This is an optimization exercise on Yosys and OpenROAD, whose aim is small area and a short achievable clock period, not a production implementation. Only simulation tests tie the RTL to the original design; equivalence was not proved. Power and IR drop assume default switching activity.

Design iq_demod_lpf, start of the top module:
module iq_demod_lpf
#(
  parameter int IN_W  = iq_demod_pkg::DEF_IN_W,
  parameter int CAR_W = iq_demod_pkg::DEF_CAR_W,
  parameter int DECIM = iq_demod_pkg::DEF_DECIM,
  parameter int OUT_W = iq_demod_pkg::DEF_OUT_W,
  parameter int SHIFT = iq_demod_pkg::DEF_SHIFT
) (
  input  logic                    clk,
  input  logic                    reset_n,
  input  logic                    sample_en,
  input  logic                    sym_start,
  input  logic signed [IN_W-1:0]  y_in,
  input  logic signed [CAR_W-1:0] i_car,
  input  logic signed [CAR_W-1:0] q_car,
  output logic signed [OUT_W-1:0] i_out,
  output logic signed [OUT_W-1:0] q_out,
  output logic                    out_valid,
  output logic                    overflow
);
  localparam int NB = 97;   
  logic          en;
  logic [24:0]   ye;
  logic [11:0]   one, two, neg;
  logic [NB-1:0] rows_i, rows_q, prod_i_q, prod_q_q;
  logic          vld_q, sop_q, out_valid_q, dump, clr;
  logic [3:0]    cnt_q;
  logic          ovf_i, ovf_q;
  assign en = sample_en & reset_n;
  assign ye = {y_in, 1'b0};
  always_comb begin
    for (int k = 0; k < 12; k++) begin
      one[k] = en & (ye[2*k+1] ^ ye[2*k]);
      two[k] = en & ((ye[2*k+2] & ~ye[2*k+1] & ~ye[2*k]) | (~ye[2*k+2] & ye[2*k+1] & ye[2*k]));
      neg[k] = en & ye[2*k+2];
    end
  end
  iq_mix_tree u_mix_i (.x(i_car), .one(one), .two(two), .neg(neg), .rows_o(rows_i));
  iq_mix_tree u_mix_q (.x(q_car), .one(one), .two(two), .neg(neg), .rows_o(rows_q));
  always_ff @(posedge clk) begin
    prod_i_q <= rows_i;
    prod_q_q <= rows_q;
  end
  always_ff @(posedge clk) begin
    if (!reset_n) begin
      vld_q <= 1'b0;
      sop_q <= 1'b0;
    end else begin
      vld_q <= sample_en;
      sop_q <= sample_en & sym_start;
    end
  end
  assign dump = vld_q & ~sop_q & (cnt_q == 4'd9);
  always_ff @(posedge clk) begin
    if (!reset_n) begin
      cnt_q       <= '0;
      out_valid_q <= 1'b0;
    end else begin
      out_valid_q <= dump;
  ...
Settings: LEC_CHECK=0, ABC_AREA=1, CAP_MARGIN=20, CORE_MARGIN=2, CORE_UTILIZATION=40, CTS_BUF_LIST=sky130_fd_sc_hd__clkbuf_8, CTS_CLUSTER_SIZE=24, PLACE_DENSITY=0.6, SLEW_MARGIN=20; clock period 10.5 ns.
standard.sh (not shown) runs the stock make flow with config.mk's settings and CLKGATE_MAP_FILE= SYNTH_SCRIPT=/design/flow/synth_recipe.tcl, a recipe that flattens the netlist after the stock synthesis.
==> flow/flow/run.sh <==
#!/bin/bash
set -euo pipefail
bash standard.sh SETUP_SLACK_MARGIN=5 "BUFFER_PORTS_ARGS=-buffer_cell sky130_fd_sc_hd__buf_2" finish > layout.log 2>&1
Edit:
==> flow/run.sh (new file) <==
#!/bin/bash
# synth_recipe.tcl (not shown) runs the flow's synth.tcl, then flattens the netlist and writes it again
# the make line also repeats each setting of config.mk as NAME=value (left out here)
make -C /OpenROAD-flow-scripts/flow DESIGN_CONFIG=/design/flow/config.mk WORK_HOME=/design/flow/orfs CLKGATE_MAP_FILE= SYNTH_SCRIPT=/design/flow/synth_recipe.tcl finish
- CTS_BUF_LIST: sky130_fd_sc_hd__clkbuf_8 -> default
- CTS_CLUSTER_SIZE: 24 -> default
- SETUP_SLACK_MARGIN: default -> 5
removed: flow/flow/run.sh
removed: flow/standard.sh
The new run passed the timing, DRC and antenna checks. Final area increases by 4.2%. Maximum frequency is about the same. First-iteration DRC count went up by 9.8%. Via count goes up by 1.0%. Clock skew goes down by 28 ps. Non-clock buffer count climbs by 63. Wire length increases by 3.5%. Setup slack improves by 5.1 ps.
Edit:
- CTS_BUF_LIST: default -> sky130_fd_sc_hd__clkbuf_8
- CTS_CLUSTER_SIZE: default -> 24
- GPL_TIMING_DRIVEN: default -> 1
What happened: Power stays flat. Cell count stays flat. Wire length came out lower by 2.6%. Cell area came out lower by 1.4%. Count of clock-buffer cells in the layout came out higher by 19. Global-route usage came out lower by 0.18 points. First-iteration DRC count came out lower by 8.9%.
Edit:
- CAP_MARGIN: 20 -> 5
- GPL_TIMING_DRIVEN: 1 -> default
- SLEW_MARGIN: 20 -> 5
After rerunning: The changed run completed with no timing, DRC or antenna violations. Combinational power barely changes. Fmax fell by 1.3%. Worst setup slack gets worse by 70 ps. Clock-buffer cell count fell by 6. Clock skew fell by 13 ps. Design area fell by 0.42%. Synthesized area does not change. Register-to-register slack hardly moves. Die area stays the same.
Edit:
==> flow/flow/run.sh (new file) <==
#!/bin/bash
set -euo pipefail
bash standard.sh SETUP_SLACK_MARGIN=5 "BUFFER_PORTS_ARGS=-buffer_cell sky130_fd_sc_hd__buf_1" finish > layout.log 2>&1
==> flow/standard.sh (new file) <==
#!/bin/bash
# synth_recipe.tcl (not shown) runs the flow's synth.tcl, then flattens the netlist and writes it again
# the make line also repeats each setting of config.mk as NAME=value (left out here)
make -C /OpenROAD-flow-scripts/flow DESIGN_CONFIG=/design/flow/config.mk WORK_HOME=/design/flow/orfs CLKGATE_MAP_FILE= SYNTH_SCRIPT=/design/flow/synth_recipe.tcl "${@:-finish}"
- CAP_MARGIN: 5 -> 20
- SETUP_SLACK_MARGIN: 5 -> default
- SLEW_MARGIN: 5 -> 20
removed: flow/run.sh
=> Worst setup slack is better by 59 ps; clock skew stays flat; wire length came out lower by 0.47%.
Edit:
==> flow/flow/run.sh (replaced) <==
#!/bin/bash
set -euo pipefail
bash standard.sh SETUP_SLACK_MARGIN=5 "BUFFER_PORTS_ARGS=-buffer_cell sky130_fd_sc_hd__buf_2" finish > layout.log 2>&1
- count of clock-buffer cells in the layout drops by 12
- setup slack hardly moves
- non-clock buffer count climbs by 10
- die area is unchanged
- area after synthesis is unchanged
- final area hardly moves
- critical path depth goes up by 4

========
iq_demod_lpf again, from the RTL that the note above started with.
clock: 10.5 ns
lec_check: 0
abc_area: 1
cap_margin: 20
core_margin: 2
core_utilization: 40
cts_buf_list: sky130_fd_sc_hd__clkbuf_8
cts_cluster_size: 24
place_density: 0.6
setup_slack_margin: 5
slew_margin: 20
run.sh (not shown) runs the stock make flow with config.mk's settings and CLKGATE_MAP_FILE= SYNTH_SCRIPT=/design/flow/synth_recipe.tcl, a recipe that flattens the netlist after the stock synthesis.
Stock flow here: none of the scripts above is used.
Change:
==> flow/flow/run.sh (new file) <==
#!/bin/bash
set -euo pipefail
bash standard.sh SETUP_SLACK_MARGIN=5 RECOVER_POWER=100 finish > layout.log 2>&1
==> flow/standard.sh (new file) <==
#!/bin/bash
# synth_recipe.tcl (not shown) runs the flow's synth.tcl, then flattens the netlist and writes it again
# the make line also repeats each setting of config.mk as NAME=value (left out here)
make -C /OpenROAD-flow-scripts/flow DESIGN_CONFIG=/design/flow/config.mk WORK_HOME=/design/flow/orfs CLKGATE_MAP_FILE= SYNTH_SCRIPT=/design/flow/synth_recipe.tcl "${@:-finish}"
SETUP_SLACK_MARGIN = unset   (was 5)
removed: flow/run.sh
This time the run ran to the end with violations: max-capacitance violations, max-slew violations.
Final area decreases by 0.43%.
Utilization decreases by 0.20 points.
Fmax decreases by 27%.
Synthesized cell count is unchanged.

========
Another version of the RTL of iq_demod_lpf (not shown whole).
For scale: ~4700 cells after synthesis, roughly 430 flip-flops, about 130 I/O pins, about 41000 um^2 of cells after synthesis.
Settings: LEC_CHECK=0, ABC_AREA=1, CAP_MARGIN=20, CORE_MARGIN=2, CORE_UTILIZATION=40, PLACE_DENSITY=0.6, SLEW_MARGIN=20; clock period 10.5 ns.
standard.sh (not shown) runs the stock make flow with config.mk's settings and CLKGATE_MAP_FILE= SYNTH_SCRIPT=/design/flow/synth_recipe.tcl, a recipe that flattens the netlist after the stock synthesis.
==> flow/flow/run.sh <==
#!/bin/bash
set -euo pipefail
bash standard.sh SETUP_SLACK_MARGIN=6 finish > layout.log 2>&1
Next try:
==> flow/run.sh (new file) <==
#!/bin/bash
# synth_recipe.tcl (not shown) runs the flow's synth.tcl, then flattens the netlist and writes it again
# the make line also repeats each setting of config.mk as NAME=value (left out here)
make -C /OpenROAD-flow-scripts/flow DESIGN_CONFIG=/design/flow/config.mk WORK_HOME=/design/flow/orfs CLKGATE_MAP_FILE= SYNTH_SCRIPT=/design/flow/synth_recipe.tcl finish
--- a/flow/config.mk
+++ b/flow/config.mk
@@ -12,0 +13 @@
+export SETUP_SLACK_MARGIN = 5
removed: flow/flow/run.sh
removed: flow/standard.sh
Sequential share of layout area is higher by 2.7 points.
Final area decreases by 13%.
Critical path depth went down by 4.
Utilization is lower by 6.7 points.
Sequential power barely changes.
Area after synthesis is unchanged.
Maximum frequency falls by 9.9%.

========
Starting RTL as in the previous note.
clock: 10.5 ns
lec_check: 0
abc_area: 1
cap_margin: 20
core_margin: 2
core_utilization: 40
place_density: 0.6
setup_slack_margin: 4
slew_margin: 20
run.sh (not shown) runs the stock make flow with config.mk's settings and CLKGATE_MAP_FILE= SYNTH_SCRIPT=/design/flow/synth_recipe.tcl, a recipe that flattens the netlist after the stock synthesis.
Stock flow here: none of the scripts above is used.
The starting point finished with timing, DRC and antenna clean.
==> next run, changes <==
Settings changed: SETUP_SLACK_MARGIN 4 to not set.
- global-route usage stays the same
- worst setup slack stays the same
- hold slack stays the same
- cell area stays the same
- die area does not change

========
== job 105 ==
iq_demod_lpf, a different RTL version from the one above (not shown whole).
Size: roughly 4100 cells after synthesis, ~420 flip-flops, about 0.039 sq mm of cells after synthesis.
clock: 10.5 ns
lec_check: 0
abc_area: 1
cap_margin: 20
core_margin: 2
core_utilization: 40
cts_buf_list: sky130_fd_sc_hd__clkbuf_8
cts_cluster_size: 24
place_density: 0.6
slew_margin: 20
standard.sh (not shown) runs the stock make flow with config.mk's settings and CLKGATE_MAP_FILE= SYNTH_SCRIPT=/design/flow/synth_recipe.tcl, a recipe that flattens the netlist after the stock synthesis.
==> flow/flow/run.sh <==
#!/bin/bash
set -euo pipefail
bash standard.sh SETUP_SLACK_MARGIN=5.8 "BUFFER_PORTS_ARGS=-buffer_cell sky130_fd_sc_hd__buf_2" finish > layout.log 2>&1
Job 105 reached the final stage; the timing, DRC and antenna checks on its layout passed.
#### Input delta (job 103 over job 105)
# job 105
export LEC_CHECK = 0
export ABC_AREA = 1
export CAP_MARGIN = 20
export CORE_MARGIN = 2
export CORE_UTILIZATION = 40
export CTS_BUF_LIST = sky130_fd_sc_hd__clkbuf_8
export CTS_CLUSTER_SIZE = 24
export PLACE_DENSITY = 0.6
export SLEW_MARGIN = 20
create_clock -name core_clock -period 10.5 [get_ports {clk}]
# job 103
export LEC_CHECK = 0
export ABC_AREA = 1
export CAP_MARGIN = 20
export CORE_MARGIN = 2
export CORE_UTILIZATION = 40
export PLACE_DENSITY = 0.6
export SLEW_MARGIN = 20
create_clock -name core_clock -period 10.5 [get_ports {clk}]
==> flow/flow/run.sh <==
#!/bin/bash
set -euo pipefail
bash standard.sh SETUP_SLACK_MARGIN=5.5 finish > layout.log 2>&1
==> run notes <==
Diff job 105 -> job 103: global routing usage on met2 shows an increase of 0.60 points, area used by sequential logic in the layout shows no meaningful change. Compared to job 105, the router laid down more metal wire for job 103. Post-route standard cell area excluding fillers ends up lower on job 103. Going from job 105 to job 103, length in cells of the worst reg-to-reg path shrank by a few percent. Re number of diodes: job 105 and job 103 aren't equal, and the lower value belongs to job 103. Critical path depth in job 103 is 1 lower than in job 105.

-- static timing again, ports no longer ideal --
Ports are ideal in the flow. The routed layouts listed here were re-timed in OpenROAD.
Step 1 assumes that a clkbuf_16 drives the clock port and a buf_2 every other input.
Step 2, shift: input delay + t, output delay - t, t = (earliest + latest rising clock arrival at the registers) / 2. This alone moves slack from input paths to output paths.
Slacks: ideal / step 1 / step 2; pairs: ideal / step 1.
| run | t, ns | setup WS [ns] | worst hold slack (ns) | worst setup path at the end | slew at the worst register clock pin (ns) |
|---|---|---|---|---|---|
| the first run of note 1 | 0.774 | 5.023 / 5.020 / 4.246 | 0.445 / 0.445 / 0.445 | input to register | 0.08 / 0.08 |
| the second run of note 1 | 0.655 | 5.028 / 4.982 / 4.327 | 0.450 / 0.450 / 0.450 | input to register | 0.07 / 0.07 |
| the third run of note 1 | 0.782 | 5.032 / 5.061 / 4.279 | 0.449 / 0.449 / 0.449 | input to register | 0.09 / 0.09 |
| the fourth run of note 1 | 0.772 | 4.962 / 5.003 / 4.231 | 0.450 / 0.450 / 0.450 | input to register | 0.08 / 0.08 |
| the fifth run of note 1 | 0.754 | 5.020 / 5.059 / 4.305 | 0.448 / 0.448 / 0.448 | input to register | 0.07 / 0.07 |
| the sixth run of note 1 | 0.774 | 5.023 / 5.020 / 4.246 | 0.445 / 0.445 / 0.445 | input to register | 0.08 / 0.08 |
| the first run of note 2 | 0.782 | 5.032 / 5.061 / 4.279 | 0.449 / 0.449 / 0.449 | input to register | 0.09 / 0.09 |
| the second run of note 2 | 0.789 | 3.029 / 3.064 / 2.275 | 0.444 / 0.444 / 0.444 | input to register | 0.08 / 0.08 |
| the first run of note 3 | 0.726 | 5.583 / 5.597 / 4.871 | 0.449 / 0.449 / 0.449 | input to register | 0.07 / 0.07 |
| the second run of note 3 | 0.704 | 5.044 / 5.091 / 4.387 | 0.450 / 0.450 / 0.450 | input to register | 0.07 / 0.07 |
| the first run of note 4 | 0.682 | 4.230 / 4.273 / 3.591 | 0.449 / 0.449 / 0.449 | input to register | 0.07 / 0.07 |
| the second run of note 4 | 0.682 | 4.230 / 4.273 / 3.591 | 0.449 / 0.449 / 0.449 | input to register | 0.07 / 0.07 |
| job 105 | 0.764 | 5.548 / 5.530 / 4.765 | 0.447 / 0.447 / 0.447 | input to register | 0.08 / 0.08 |
| job 103 | 0.700 | 5.528 / 5.533 / 4.833 | 0.450 / 0.450 / 0.450 | input to register | 0.07 / 0.07 |
The setup slack of job 105, which loses most, moves by -0.018 ns with the drivers and by -0.783 ns with both steps.
